From an optimization exercise on the open Yosys and OpenROAD flow, aimed at small area and a short achievable clock period; shortcuts taken in it are not production practice. At most, simulation tests tie the RTL to the original design; equivalence was not proved. No driver is modelled on the clock port, so clock power and skew are understated where the tree is cut down; a real chip needs a root buffer or a tree. Power and IR drop assume default switching activity.

==> module sump_ctrl_top, before the edit <==
module sump_ctrl_top (
  input  logic                    clk_i,
  input  logic                    rst_n_i,
  input  logic                    rx_valid_i,
  input  logic [7:0]              rx_data_i,
  output logic [471:0]            cfg_o,     
  output logic                    armed_o,
  input  logic                    tx_credit_i,
  output logic                    tx_valid_o,
  output logic [7:0]              tx_data_o
);
  logic [2:0]  cnt_q;
  logic [3:0]  code_q;
  logic [31:0] param_q;
  logic [3:0]  code_d;
  always_comb begin
    code_d = 4'b1111;
    if (rx_data_i[6:4] == 3'b100 && rx_data_i[1:0] != 2'b11)
      code_d = rx_data_i[3:0];
    else if (rx_data_i[6:2] == 5'b00000 && rx_data_i[1:0] != 2'b11)
      code_d = {rx_data_i[1:0], 2'b11};
  end
  logic take_opc, last_par;
  assign take_opc = rx_valid_i && (cnt_q == 3'd0);
  assign last_par = rx_valid_i && (cnt_q == 3'd4);
  always_ff @(posedge clk_i or negedge rst_n_i) begin
    if (!rst_n_i) begin
      cnt_q <= 3'd0;
    end else if (rx_valid_i) begin
      if (cnt_q == 3'd0)      cnt_q <= rx_data_i[7] ? 3'd1 : 3'd0;
      else if (cnt_q == 3'd4) cnt_q <= 3'd0;
      else                    cnt_q <= cnt_q + 3'd1;
    end
  end
  always_ff @(posedge clk_i) begin
    if (rx_valid_i) begin
      if (cnt_q == 3'd0) code_q  <= code_d;
      else               param_q <= {rx_data_i, param_q[31:8]};   
    end
  end
  logic c_soft, c_run, c_id, c_xon, c_xoff;
  logic [14:0] we;
  logic [14:0] hold;
  always_ff @(posedge clk_i or negedge rst_n_i) begin
    if (!rst_n_i) begin
      c_soft <= 1'b0;
      c_run  <= 1'b0;
      c_id   <= 1'b0;
      c_xon  <= 1'b0;
      c_xoff <= 1'b0;
      we     <= '0;
    end else begin
      c_soft <= take_opc && (rx_data_i == 8'h00);
      c_run  <= take_opc && (rx_data_i == 8'h01);
      c_id   <= take_opc && (rx_data_i == 8'h02);
      c_xon  <= take_opc && (rx_data_i == 8'h11);
      c_xoff <= take_opc && (rx_data_i == 8'h13);
      for (int w = 0; w < 15; w++) begin
        if (w < 12) we[w] <= last_par && (code_q == 4'((w / 3) * 4 + (w % 3)));
        else        we[w] <= last_par && (code_q == 4'((w - 12) * 4 + 3));
      end
    end
  end
  always_comb begin
    for (int w = 0; w < 15; w++) hold[w] = !(we[w] || c_soft);
  end
  logic [3:0][31:0] mask_q, value_q, tcfg_q;
  logic [23:0]      divider_q;
  logic [31:0]      cnts_q;    
  logic [31:0]      flags_q;
  logic             armed_q;
  always_ff @(posedge clk_i or negedge rst_n_i) begin
    if (!rst_n_i) begin
      mask_q    <= '0;
      value_q   <= '0;
      tcfg_q    <= '0;
      divider_q <= '0;
      cnts_q    <= '0;
      flags_q   <= '0;
      armed_q   <= 1'b0;
    end else begin
      for (int s = 0; s < 4; s++) begin
        mask_q[s]  <= (param_q & {32{we[s*3+0]}}) | (mask_q[s]  & {32{hold[s*3+0]}});
        value_q[s] <= (param_q & {32{we[s*3+1]}}) | (value_q[s] & {32{hold[s*3+1]}});
        tcfg_q[s]  <= (param_q & {32{we[s*3+2]}}) | (tcfg_q[s]  & {32{hold[s*3+2]}});
      end
      divider_q <= (param_q[23:0] & {24{we[12]}}) | (divider_q & {24{hold[12]}});
      cnts_q    <= (param_q & {32{we[13]}}) | (cnts_q  & {32{hold[13]}});
      flags_q   <= (param_q & {32{we[14]}}) | (flags_q & {32{hold[14]}});
      armed_q   <= c_run || (armed_q && !c_soft);
    end
  end
  always_comb begin
    for (int s = 0; s < 4; s++) begin
      cfg_o[(s*96+88)+:96] = {mask_q[s], value_q[s], tcfg_q[s]};
    end
    cfg_o[87:0] = {divider_q, cnts_q[15:0], cnts_q[31:16], flags_q};
  end
  assign armed_o = armed_q;
  logic       pend_q, xoff_q, valid_q;
  logic [2:0] used_q;
  logic [6:0] txd_q;
  logic       send, id_acc;
  logic       pend_d, xoff_d;
  logic [2:0] used_d;
  assign send   = pend_q && !xoff_q && (used_q != 3'd4);
  assign id_acc = c_id && !pend_q;
  always_comb begin
    pend_d = pend_q;
    if (send && txd_q[1]) pend_d = 1'b0;
    if (id_acc)           pend_d = 1'b1;
    if (c_soft)             pend_d = 1'b0;
    xoff_d = xoff_q;
    if (c_xon || c_soft) xoff_d = 1'b0;
    if (c_xoff)        xoff_d = 1'b1;
    used_d = used_q;
    if (tx_credit_i && !send && (used_q != 3'd0)) used_d = used_q - 3'd1;
    else if (send && !tx_credit_i)                 used_d = used_q + 3'd1;
  end
  always_ff @(posedge clk_i or negedge rst_n_i) begin
    if (!rst_n_i) begin
      pend_q  <= 1'b0;
      xoff_q  <= 1'b0;
      valid_q <= 1'b0;
      used_q  <= 3'd0;
    end else begin
      pend_q  <= pend_d;
      xoff_q  <= xoff_d;
      used_q  <= used_d;
      valid_q <= pend_d && !xoff_d && (used_d != 3'd4);
    end
  end
  always_ff @(posedge clk_i) begin
    if (id_acc) begin
      txd_q <= 7'(8'h31);
    end else if (send) begin
      if (txd_q[5])      txd_q <= 7'(8'h41);
      else if (txd_q[2]) txd_q <= 7'(8'h53);
      else               txd_q <= 7'(8'h4C);
    end
  end
  assign tx_valid_o = valid_q;
  assign tx_data_o  = {1'b0, txd_q};
endmodule
==> flow/config.mk <==
export PLATFORM = sky130hd
export DESIGN_NAME = sump_ctrl_top
export DESIGN_NICKNAME = sump_ctrl_top
export VERILOG_FILES = /design/flow/design.v
export SDC_FILE = /design/flow/constraint.sdc
export NUM_CORES = 4
export LEC_CHECK = 0
export CAP_MARGIN = 20
export CORE_MARGIN = 2
export CORE_UTILIZATION = 40
export SETUP_SLACK_MARGIN = 0.1
export SLEW_MARGIN = 20
==> flow/constraint.sdc <==
create_clock -name core_clock -period 3.0 [get_ports {clk_i}]
set_input_delay 0.6000 -clock core_clock [delete_from_list [all_inputs] [get_ports {clk_i}]]
set_output_delay 0.6000 -clock core_clock [all_outputs]
set_load 0.01 [all_outputs]
standard.sh (not shown) runs the stock make flow with config.mk's settings and CLKGATE_MAP_FILE= SYNTH_SCRIPT=/design/flow/synth_recipe.tcl, a recipe that flattens the netlist after the stock synthesis.
==> flow/flow/run.sh <==
#!/bin/bash
# ORFS layout with port buffers of our choice and a two-level clock tree
# (flow/ctree.tcl) in place of TritonCTS; every other step is the standard one.
set -euo pipefail
W=$PWD
K=( "BUFFER_PORTS_ARGS=-buffer_cell sky130_fd_sc_hd__buf_1"
    SETUP_SLACK_MARGIN=1.35
    CTREE_TCL=$W/flow/ctree.tcl CTREE_TOP_DEPTH=2 CTREE_LEAF_DEPTH=3
    CTREE_TOP_CELL=sky130_fd_sc_hd__clkbuf_16 CTREE_LEAF_CELL=sky130_fd_sc_hd__clkbuf_16 )
bash standard.sh "${K[@]}" place > make_place.log 2>&1
bash standard.sh "${K[@]}" run RUN_SCRIPT=$W/flow/mycts.tcl RUN_LOG_NAME_STEM=4_1_cts > make_cts.log 2>&1
bash standard.sh "${K[@]}" finish > make_finish.log 2>&1
Other scripts of this flow, unchanged in this note and not shown: flow/flow/ctree.tcl, flow/flow/mycts.tcl
The baseline passed the timing, design-rule and antenna checks.
==> next run, changes <==
--- a/flow/design.v
+++ b/flow/design.v
@@ -145,42 +145,44 @@
       cfg_o[(s*96+88)+:96] = {mask_q[s], value_q[s], tcfg_q[s]};
     end
     cfg_o[87:0] = {divider_q, cnts_q[15:0], cnts_q[31:16], flags_q};
   end
   assign armed_o = armed_q;
   logic       pend_q, xoff_q, valid_q;
-  logic [2:0] used_q;
+  logic [3:0] used_q;
   logic [6:0] txd_q;
   logic       send, id_acc;
   logic       pend_d, xoff_d;
-  logic [2:0] used_d;
-  assign send   = pend_q && !xoff_q && (used_q != 3'd4);
+  logic [3:0] used_send, used_idle, used_d;
+  logic       full_nocredit;
+  assign send   = pend_q && !xoff_q && !used_q[3];
   assign id_acc = c_id && !pend_q;
   always_comb begin
     pend_d = pend_q;
     if (send && txd_q[1]) pend_d = 1'b0;
     if (id_acc)           pend_d = 1'b1;
-    if (c_soft)             pend_d = 1'b0;
+    if (c_soft)           pend_d = 1'b0;
     xoff_d = xoff_q;
     if (c_xon || c_soft) xoff_d = 1'b0;
-    if (c_xoff)        xoff_d = 1'b1;
-    used_d = used_q;
-    if (tx_credit_i && !send && (used_q != 3'd0)) used_d = used_q - 3'd1;
-    else if (send && !tx_credit_i)                 used_d = used_q + 3'd1;
+    if (c_xoff)          xoff_d = 1'b1;
+    used_send = send ? {used_q[2:0], 1'b1} : used_q;
+    used_idle = send ? used_q : {1'b0, used_q[3:1]};
+    used_d    = tx_credit_i ? used_idle : used_send;
+    full_nocredit = send ? used_q[2] : used_q[3];
   end
   always_ff @(posedge clk_i or negedge rst_n_i) begin
     if (!rst_n_i) begin
       pend_q  <= 1'b0;
       xoff_q  <= 1'b0;
       valid_q <= 1'b0;
-      used_q  <= 3'd0;
+      used_q  <= 4'd0;
     end else begin
       pend_q  <= pend_d;
       xoff_q  <= xoff_d;
       used_q  <= used_d;
-      valid_q <= pend_d && !xoff_d && (used_d != 3'd4);
+      valid_q <= pend_d && !xoff_d && (tx_credit_i || !full_nocredit);
     end
   end
   always_ff @(posedge clk_i) begin
     if (id_acc) begin
       txd_q <= 7'(8'h31);
     end else if (send) begin
Effect: Die area stays flat. Worst setup slack gets better by 3.8 ps. Cell area fell slightly. Wire length falls slightly. Clock skew barely changes. Synthesized cell count decreases slightly.
No run of this note included a check of the RTL's function; only the layout flow was run. In every run of this note, the design's own scripts or RTL, not TritonCTS, make the clock network.

sump_ctrl_top, a different RTL version from the one above (not shown whole).
For scale: ~1,300 cells after synthesis, ~490 I/O pins, ~19,000 sq um of cells after synthesis.
==> module sump_ctrl_top, before the edit <==
module sump_ctrl_top (
  input  logic                    clk_i,
  input  logic                    rst_n_i,
  input  logic                    rx_valid_i,
  input  logic [7:0]              rx_data_i,
  output logic [471:0]            cfg_o,     
  output logic                    armed_o,
  input  logic                    tx_credit_i,
  output logic                    tx_valid_o,
  output logic [7:0]              tx_data_o
);
  logic        busy_q;
  logic [3:0]  pos_q;
  logic [3:0]  code_q;
  logic [31:0] param_q;
  logic [3:0]  code_d;
  always_comb begin
    code_d = 4'b1111;
    if (rx_data_i[6:4] == 3'b100 && rx_data_i[1:0] != 2'b11)
      code_d = rx_data_i[3:0];
    else if (rx_data_i[6:2] == 5'b00000 && rx_data_i[1:0] != 2'b11)
      code_d = {rx_data_i[1:0], 2'b11};
  end
  logic take_opc, take_par, last_par;
  assign take_opc = rx_valid_i && !busy_q;
  assign take_par = rx_valid_i && busy_q;
  assign last_par = rx_valid_i && pos_q[3];
  always_ff @(posedge clk_i or negedge rst_n_i) begin
    if (!rst_n_i) begin
      busy_q <= 1'b0;
      pos_q  <= 4'd0;
    end else if (rx_valid_i) begin
      if (!busy_q) begin
        busy_q <= rx_data_i[7];
        pos_q  <= {3'd0, rx_data_i[7]};
      end else begin
        busy_q <= !pos_q[3];
        pos_q  <= {pos_q[2:0], 1'b0};
      end
    end
  end
  always_ff @(posedge clk_i) begin
    if (take_opc) code_q  <= code_d;
    if (take_par) param_q <= {rx_data_i, param_q[31:8]};   
  end
  logic c_soft, c_run, c_id, c_xon, c_xoff;
  logic [14:0] we;
  logic [14:0] hold;
  logic [14:0] we_d;
  logic        soft_d;
  assign soft_d = take_opc && (rx_data_i == 8'h00);
  always_comb begin
    for (int w = 0; w < 15; w++) begin
      if (w < 12) we_d[w] = last_par && (code_q == 4'((w / 3) * 4 + (w % 3)));
      else        we_d[w] = last_par && (code_q == 4'((w - 12) * 4 + 3));
    end
  end
  assign hold = ~(we | {15{c_soft}});
  always_ff @(posedge clk_i or negedge rst_n_i) begin
    if (!rst_n_i) begin
      c_soft <= 1'b0;
      c_run  <= 1'b0;
      c_id   <= 1'b0;
      c_xon  <= 1'b0;
      c_xoff <= 1'b0;
      we     <= '0;
    end else begin
      c_soft <= soft_d;
      c_run  <= take_opc && (rx_data_i == 8'h01);
      c_id   <= take_opc && (rx_data_i == 8'h02);
      c_xon  <= take_opc && (rx_data_i == 8'h11);
      c_xoff <= take_opc && (rx_data_i == 8'h13);
      we     <= we_d;
    end
  end
  logic [3:0][31:0] mask_q, value_q, tcfg_q;
  logic [23:0]      divider_q;
  logic [31:0]      cnts_q;    
  logic [31:0]      flags_q;
  logic             armed_q;
  always_ff @(posedge clk_i or negedge rst_n_i) begin
    if (!rst_n_i) begin
      mask_q    <= '0;
      value_q   <= '0;
      tcfg_q    <= '0;
      divider_q <= '0;
      cnts_q    <= '0;
      flags_q   <= '0;
      armed_q   <= 1'b0;
    end else begin
      for (int s = 0; s < 4; s++) begin
        mask_q[s]  <= (param_q & {32{we[s*3+0]}}) | (mask_q[s]  & {32{hold[s*3+0]}});
        value_q[s] <= (param_q & {32{we[s*3+1]}}) | (value_q[s] & {32{hold[s*3+1]}});
        tcfg_q[s]  <= (param_q & {32{we[s*3+2]}}) | (tcfg_q[s]  & {32{hold[s*3+2]}});
      end
      divider_q <= (param_q[23:0] & {24{we[12]}}) | (divider_q & {24{hold[12]}});
      cnts_q    <= (param_q & {32{we[13]}}) | (cnts_q  & {32{hold[13]}});
      flags_q   <= (param_q & {32{we[14]}}) | (flags_q & {32{hold[14]}});
      armed_q   <= c_run || (armed_q && !c_soft);
    end
  end
  always_comb begin
    for (int s = 0; s < 4; s++) begin
      cfg_o[(s*96+88)+:96] = {mask_q[s], value_q[s], tcfg_q[s]};
    end
    cfg_o[87:0] = {divider_q, cnts_q[15:0], cnts_q[31:16], flags_q};
  end
  assign armed_o = armed_q;
  logic       pend_q, xoff_q, valid_q;
  logic [3:0] used_q;
  logic [6:0] txd_q;
  logic       send, id_acc;
  logic       pend_d, xoff_d;
  logic [3:0] used_send, used_idle, used_d;
  logic       full_nocredit;
  assign send   = pend_q && !xoff_q && !used_q[3];
  assign id_acc = c_id && !pend_q;
  always_comb begin
    pend_d = pend_q;
    if (send && txd_q[1]) pend_d = 1'b0;
    if (id_acc)           pend_d = 1'b1;
    if (c_soft)           pend_d = 1'b0;
    xoff_d = xoff_q;
    if (c_xon || c_soft) xoff_d = 1'b0;
    if (c_xoff)          xoff_d = 1'b1;
    used_send = send ? {used_q[2:0], 1'b1} : used_q;
    used_idle = send ? used_q : {1'b0, used_q[3:1]};
    used_d    = tx_credit_i ? used_idle : used_send;
    full_nocredit = send ? used_q[2] : used_q[3];
  end
  always_ff @(posedge clk_i or negedge rst_n_i) begin
    if (!rst_n_i) begin
      pend_q  <= 1'b0;
      xoff_q  <= 1'b0;
      valid_q <= 1'b0;
      used_q  <= 4'd0;
    end else begin
      pend_q  <= pend_d;
      xoff_q  <= xoff_d;
      used_q  <= used_d;
      valid_q <= pend_d && !xoff_d && (tx_credit_i || !full_nocredit);
    end
  end
  always_ff @(posedge clk_i) begin
    if (id_acc) begin
      txd_q <= 7'(8'h31);
    end else if (send) begin
      if (txd_q[5])      txd_q <= 7'(8'h41);
      else if (txd_q[2]) txd_q <= 7'(8'h53);
      else               txd_q <= 7'(8'h4C);
    end
  end
  assign tx_valid_o = valid_q;
  assign tx_data_o  = {1'b0, txd_q};
endmodule
==> flow/config.mk <==
export PLATFORM = sky130hd
export DESIGN_NAME = sump_ctrl_top
export DESIGN_NICKNAME = sump_ctrl_top
export VERILOG_FILES = /design/flow/design.v
export SDC_FILE = /design/flow/constraint.sdc
export NUM_CORES = 4
export LEC_CHECK = 0
export CAP_MARGIN = 20
export CORE_MARGIN = 2
export CORE_UTILIZATION = 40
export SETUP_SLACK_MARGIN = 0.1
export SLEW_MARGIN = 20
==> flow/constraint.sdc <==
create_clock -name core_clock -period 3.0 [get_ports {clk_i}]
set_input_delay 0.6000 -clock core_clock [delete_from_list [all_inputs] [get_ports {clk_i}]]
set_output_delay 0.6000 -clock core_clock [all_outputs]
set_load 0.01 [all_outputs]
==> flow/flow/run.sh <==
#!/bin/bash
# ORFS layout with port buffers of our choice and a two-level clock tree
# (flow/ctree.tcl) in place of TritonCTS; every other step is the standard one.
set -euo pipefail
W=$PWD
K=( "BUFFER_PORTS_ARGS=-buffer_cell sky130_fd_sc_hd__buf_1"
    SETUP_SLACK_MARGIN=1.55
    "DONT_USE_CELLS=sky130_fd_sc_hd__probe_p_8 sky130_fd_sc_hd__probec_p_8 sky130_fd_sc_hd__lpflow_bleeder_1 sky130_fd_sc_hd__lpflow_clkbufkapwr_1 sky130_fd_sc_hd__lpflow_clkbufkapwr_16 sky130_fd_sc_hd__lpflow_clkbufkapwr_2 sky130_fd_sc_hd__lpflow_clkbufkapwr_4 sky130_fd_sc_hd__lpflow_clkbufkapwr_8 sky130_fd_sc_hd__lpflow_clkinvkapwr_1 sky130_fd_sc_hd__lpflow_clkinvkapwr_16 sky130_fd_sc_hd__lpflow_clkinvkapwr_2 sky130_fd_sc_hd__lpflow_clkinvkapwr_4 sky130_fd_sc_hd__lpflow_clkinvkapwr_8 sky130_fd_sc_hd__lpflow_decapkapwr_12 sky130_fd_sc_hd__lpflow_decapkapwr_3 sky130_fd_sc_hd__lpflow_decapkapwr_4 sky130_fd_sc_hd__lpflow_decapkapwr_6 sky130_fd_sc_hd__lpflow_decapkapwr_8 sky130_fd_sc_hd__lpflow_inputiso0n_1 sky130_fd_sc_hd__lpflow_inputiso0p_1 sky130_fd_sc_hd__lpflow_inputiso1n_1 sky130_fd_sc_hd__lpflow_inputiso1p_1 sky130_fd_sc_hd__lpflow_inputisolatch_1 sky130_fd_sc_hd__lpflow_isobufsrc_1 sky130_fd_sc_hd__lpflow_isobufsrc_16 sky130_fd_sc_hd__lpflow_isobufsrc_2 sky130_fd_sc_hd__lpflow_isobufsrc_4 sky130_fd_sc_hd__lpflow_isobufsrc_8 sky130_fd_sc_hd__lpflow_isobufsrckapwr_16 sky130_fd_sc_hd__lpflow_lsbuf_lh_hl_isowell_tap_1 sky130_fd_sc_hd__lpflow_lsbuf_lh_hl_isowell_tap_2 sky130_fd_sc_hd__lpflow_lsbuf_lh_hl_isowell_tap_4 sky130_fd_sc_hd__lpflow_lsbuf_lh_isowell_4 sky130_fd_sc_hd__lpflow_lsbuf_lh_isowell_tap_1 sky130_fd_sc_hd__lpflow_lsbuf_lh_isowell_tap_2 sky130_fd_sc_hd__lpflow_lsbuf_lh_isowell_tap_4 sky130_fd_sc_hd__or4_1 sky130_fd_sc_hd__or4_2 sky130_fd_sc_hd__or4_4 sky130_fd_sc_hd__or4b_1 sky130_fd_sc_hd__or4b_2 sky130_fd_sc_hd__or4b_4 sky130_fd_sc_hd__or4bb_1 sky130_fd_sc_hd__or4bb_2 sky130_fd_sc_hd__or4bb_4 sky130_fd_sc_hd__nor4_1 sky130_fd_sc_hd__nor4_2 sky130_fd_sc_hd__nor4_4 sky130_fd_sc_hd__nor4b_1 sky130_fd_sc_hd__nor4b_2 sky130_fd_sc_hd__nor4b_4 sky130_fd_sc_hd__nor4bb_1 sky130_fd_sc_hd__nor4bb_2 sky130_fd_sc_hd__nor4bb_4"
    CTREE_TCL=$W/flow/ctree.tcl CTREE_TOP_DEPTH=2 CTREE_LEAF_DEPTH=3
    CTREE_TOP_CELL=sky130_fd_sc_hd__inv_16 CTREE_LEAF_CELL=sky130_fd_sc_hd__inv_8 )
bash standard.sh "${K[@]}" place > make_place.log 2>&1
bash standard.sh "${K[@]}" run RUN_SCRIPT=$W/flow/mycts.tcl RUN_LOG_NAME_STEM=4_1_cts > make_cts.log 2>&1
bash standard.sh "${K[@]}" finish > make_finish.log 2>&1
Other scripts of this flow, unchanged in this note and not shown: flow/flow/ctree.tcl, flow/flow/mycts.tcl
Change:
--- a/flow/design.v
+++ b/flow/design.v
@@ -102,28 +102,29 @@
   always_comb begin
     for (int w = 0; w < 15; w++) begin
       if (w < 12) we_d[w] = last_par && (code_q == 4'((w / 3) * 4 + (w % 3)));
       else        we_d[w] = last_par && (code_q == 4'((w - 12) * 4 + 3));
     end
   end
-  assign hold = ~(we | {15{c_soft}});
   always_ff @(posedge clk_i or negedge rst_n_i) begin
     if (!rst_n_i) begin
       c_soft <= 1'b0;
       c_run  <= 1'b0;
       c_id   <= 1'b0;
       c_xon  <= 1'b0;
       c_xoff <= 1'b0;
       we     <= '0;
+      hold   <= '0;
     end else begin
       c_soft <= soft_d;
       c_run  <= take_opc && (rx_data_i == 8'h01);
       c_id   <= take_opc && (rx_data_i == 8'h02);
       c_xon  <= take_opc && (rx_data_i == 8'h11);
       c_xoff <= take_opc && (rx_data_i == 8'h13);
       we     <= we_d;
+      hold   <= ~(we_d | {15{soft_d}});
     end
   end
   logic [3:0][31:0] mask_q, value_q, tcfg_q;
   logic [23:0]      divider_q;
   logic [31:0]      cnts_q;    
   logic [31:0]      flags_q;
Power grows by 1.8%.
Clock power stays flat.
Global-route usage went down by 0.62 points.
Fmax climbs by about 5%.
Wire length fell by 2.7%.
Design area came out lower by 0.99%.
Die area rises by about 1.8%.
Via count barely changes.
Clock skew barely changes.
The RTL of the first run of this note was laid out without a check of its function. In every run of this note, the design's own scripts or RTL, not TritonCTS, make the clock network.

## static timing again, ports no longer ideal
The results above use ideal ports. As a check the final layouts listed here were re-extracted and re-timed, cells and wires unchanged. Step 1, drivers: a clkbuf_16 drives clk_i and a buf_2 each remaining input, both assumed. Step 2 moves the port delays by t, midway between the first and last clock arrival at a register: inputs arrive t later, outputs are due t later. That takes back most of the time a late clock gives input paths. a / b / c = ideal / step 1 / step 2; a / b = the first two.
run	t (ns)	setup slack, ns	hold WS [ns]
the first run of note 1	0.483	1.294 / 1.276 / 1.077	0.177 / 0.079 / 0.433
the second run of note 1	0.480	1.298 / 1.297 / 1.075	0.262 / 0.160 / 0.433
the first run of note 2	0.405	1.521 / 1.386 / 1.284	0.390 / 0.195 / 0.439
the second run of note 2	0.398	1.589 / 1.384 / 1.372	0.412 / 0.221 / 0.451
After both steps every run listed still meets setup and hold. The setup slack of the first run of note 2, which loses most, moves by -0.135 ns with the drivers and by -0.237 ns with both steps.
